What follows belongs to an exercise in optimizing a design on an open flow for small area and a short achievable clock period; a production flow would make more cautious choices. Function was checked by simulation only, so behaviour that the tests miss may differ from the original.

== cedar ==
==> flow/design.v (excerpt) <==
module md_sched #(
    parameter int unsigned MULT_CYCLES = 5,
    parameter int unsigned DIV_CYCLES  = 10
) (
    input  logic        clk,
    input  logic        reset_n,
    input  logic [2:0]  e_op,
    input  logic [31:0] e_rs,
    input  logic [31:0] e_rt,
    input  logic        e_kill,
    input  logic        d_is_md,
    output logic [31:0] hi,
    output logic [31:0] lo,
    output logic        busy,
    output logic        md_stall
);
    localparam int MROWS = 7;    
    localparam int DROWS = 3;    
    logic op_mult, op_multu, op_div, op_divu, op_mthi, op_mtlo;
    logic issue_md, issue_mul, issue_div;
    always_comb begin
        op_mult  = !e_kill && (e_op == 3'd1);
        op_multu = !e_kill && (e_op == 3'd2);
        op_div   = !e_kill && (e_op == 3'd3);
        op_divu  = !e_kill && (e_op == 3'd4);
        op_mthi  = !e_kill && (e_op == 3'd5);
        op_mtlo  = !e_kill && (e_op == 3'd6);
        issue_mul = op_mult || op_multu;
        issue_div = op_div || op_divu;
        issue_md  = issue_mul || issue_div;
    end
    logic        busy_q;
    logic [31:0] hi_q, lo_q;
    logic [3:0]  cnt;        
    logic        m_mul;      
    logic        m_sgn;      
    logic        m_negq;     
    logic        m_negr;     
    logic        m_dz;       
    logic        m_cin;      
    logic [32:0] h_q;        
    logic [31:0] l_q;        
    logic [31:0] a_q;        
    logic        a_x;        
    logic [2:0]  q3_q;       
    logic [2:0]  t_q;        
    logic        neg_n, neg_d;
    logic [31:0] rs_adj, rt_adj;
    logic [31:0] rs_pre;
    always_comb begin
        neg_n = op_div && e_rs[31];
        neg_d = op_div && e_rt[31];
        rs_pre[0] = 1'b0;
        for (int i = 1; i < 32; i++) rs_pre[i] = rs_pre[i-1] | e_rs[i-1];
        rs_adj = e_rs ^ ({32{neg_n}} & rs_pre);
        rt_adj = e_rt ^ {32{issue_div && !neg_d}};
    end
    logic [2:0] d3, t3, n_q3, n_r3;
    logic       d_small;
    always_comb begin
        d3      = neg_d ? (3'd0 - e_rt[2:0]) : e_rt[2:0];
        d_small = neg_d ? ((&e_rt[31:3]) && (|e_rt[2:0]))
                        : (!(|e_rt[31:3]) && (|e_rt[2:0]));
        t3      = rs_adj[31:29];
        if (d_small) begin
            n_q3 = t3 / d3;
            n_r3 = t3 % d3;
        end else begin
  ...
Settings: LEC_CHECK=0, ABC_AREA=1, CAP_MARGIN=0, CORE_MARGIN=2, CORE_UTILIZATION=65, SLEW_MARGIN=0; clock period 100.0 ns.
standard.sh (not shown) runs the stock make flow with config.mk's settings and CLKGATE_MAP_FILE= SYNTH_SCRIPT=/design/flow/synth_recipe.tcl, a recipe that flattens the netlist after the stock synthesis.
==> flow/flow/run.sh <==
#!/bin/bash
# The standard layout with two changes:
#  * port buffers are sky130_fd_sc_hd__buf_1 (the default picks a larger,
#    slower delay buffer);
#  * after the unchanged standard synthesis, the full adders on the slowest
#    register paths (the divide rows) are upsized to fa_2 (flow/upsize_fa.tcl).
# Each step's output goes to its own log in this folder.
set -euo pipefail
ARGS=("BUFFER_PORTS_ARGS=-buffer_cell sky130_fd_sc_hd__buf_1")
bash standard.sh "${ARGS[@]}" synth > synth.log 2>&1
export RESULTS=$PWD/orfs/results/sky130hd/md_sched/base
export FA_SLACK_LIMIT=62
openroad -no_init -exit flow/upsize_fa.tcl > upsize.log 2>&1
touch "$RESULTS/1_synth.sdc"
bash standard.sh "${ARGS[@]}" finish > finish.log 2>&1
==> flow/flow/upsize_fa.tcl <==
# Upsize the full adders of the divide's ripple rows (the slowest register
# paths) from fa_1 to fa_2 in the synthesized netlist, before floorplanning.
# Only drive strength changes; timing is read against the design's SDC.
set results $::env(RESULTS)
read_db $results/1_synth.odb
read_liberty $::env(FLOW_HOME)/platforms/sky130hd/lib/sky130_fd_sc_hd__tt_025C_1v80.lib
read_sdc $results/1_synth.sdc
set limit $::env(FA_SLACK_LIMIT)
set sel {}
foreach inst [get_cells -filter "ref_name == sky130_fd_sc_hd__fa_1"] {
  set s 1e9
  foreach pp [get_pins -of_objects $inst -filter "direction == output"] {
    set v [get_property $pp slack_max]
    if {$v < $s} { set s $v }
  }
  if {$s < $limit} { lappend sel $inst }
}
puts "upsizing [llength $sel] full adders with slack below $limit ns"
report_checks -path_delay max -path_group core_clock -format end -group_path_count 3
foreach inst $sel { replace_cell $inst sky130_fd_sc_hd__fa_2 }
report_checks -path_delay max -path_group core_clock -format end -group_path_count 3
write_db $results/1_synth.odb
cedar finished all stages; the layout is clean.
[inputs] zinc vs cedar
# cedar
export LEC_CHECK = 0
export ABC_AREA = 1
export CAP_MARGIN = 0
export CORE_MARGIN = 2
export CORE_UTILIZATION = 65
export SLEW_MARGIN = 0
create_clock -name core_clock -period 100.0 [get_ports {clk}]
# zinc
export LEC_CHECK = 0
export ABC_AREA = 1
export CAP_MARGIN = 0
export CORE_MARGIN = 2
export CORE_UTILIZATION = 65
export CTS_BUF_LIST = sky130_fd_sc_hd__clkbuf_8
export SLEW_MARGIN = 0
create_clock -name core_clock -period 100.0 [get_ports {clk}]
--- outcome ---
- First-iteration DRC count: lower on zinc
- Between cedar and zinc, the fmax does not differ in any meaningful way.
- Against cedar as the reference, zinc delivers a lower share of the core filled with cells in the final layout.
- Relative to cedar, the routed wire length of zinc is lower by about 1%.
- Of zinc and cedar, zinc shows the higher clock latency on the worst-skew pair, with cedar below it.
- Relative to cedar, the final cell area reported for zinc is lower.
- The flip-flop and latch count on cedar is in line with that on zinc.
- Lower area growth from synthesis to final layout was reported by zinc, not cedar.

==> port drivers added, routing unchanged <==
The flow's constraints put no driver on any port. The routed layouts listed below were extracted and timed again, unchanged, in two steps.
Step 1 (the two cells are an assumption about what drives the block):
set clk [get_ports {clk}]
set_driving_cell -lib_cell sky130_fd_sc_hd__clkbuf_16 $clk
set_driving_cell -lib_cell sky130_fd_sc_hd__buf_2 [delete_from_list [all_inputs] $clk]
Step 2 also shifts input and output timing later by t, the mid clock arrival at the registers, as if the neighbouring blocks saw the same clock.
Slacks: ideal / step 1 / step 2; pairs: ideal / step 1.
| run | t, ns | setup WS [ns] | worst setup path after step 2 | worst register clock-pin slew, ns |
|---|---|---|---|---|
| cedar | 0.514 | 58.838 / 58.818 / 58.818 | input to output | 0.08 / 0.08 |
| zinc | 0.552 | 58.859 / 58.839 / 58.839 | input to output | 0.11 / 0.11 |
After both steps every run listed still meets setup and hold.
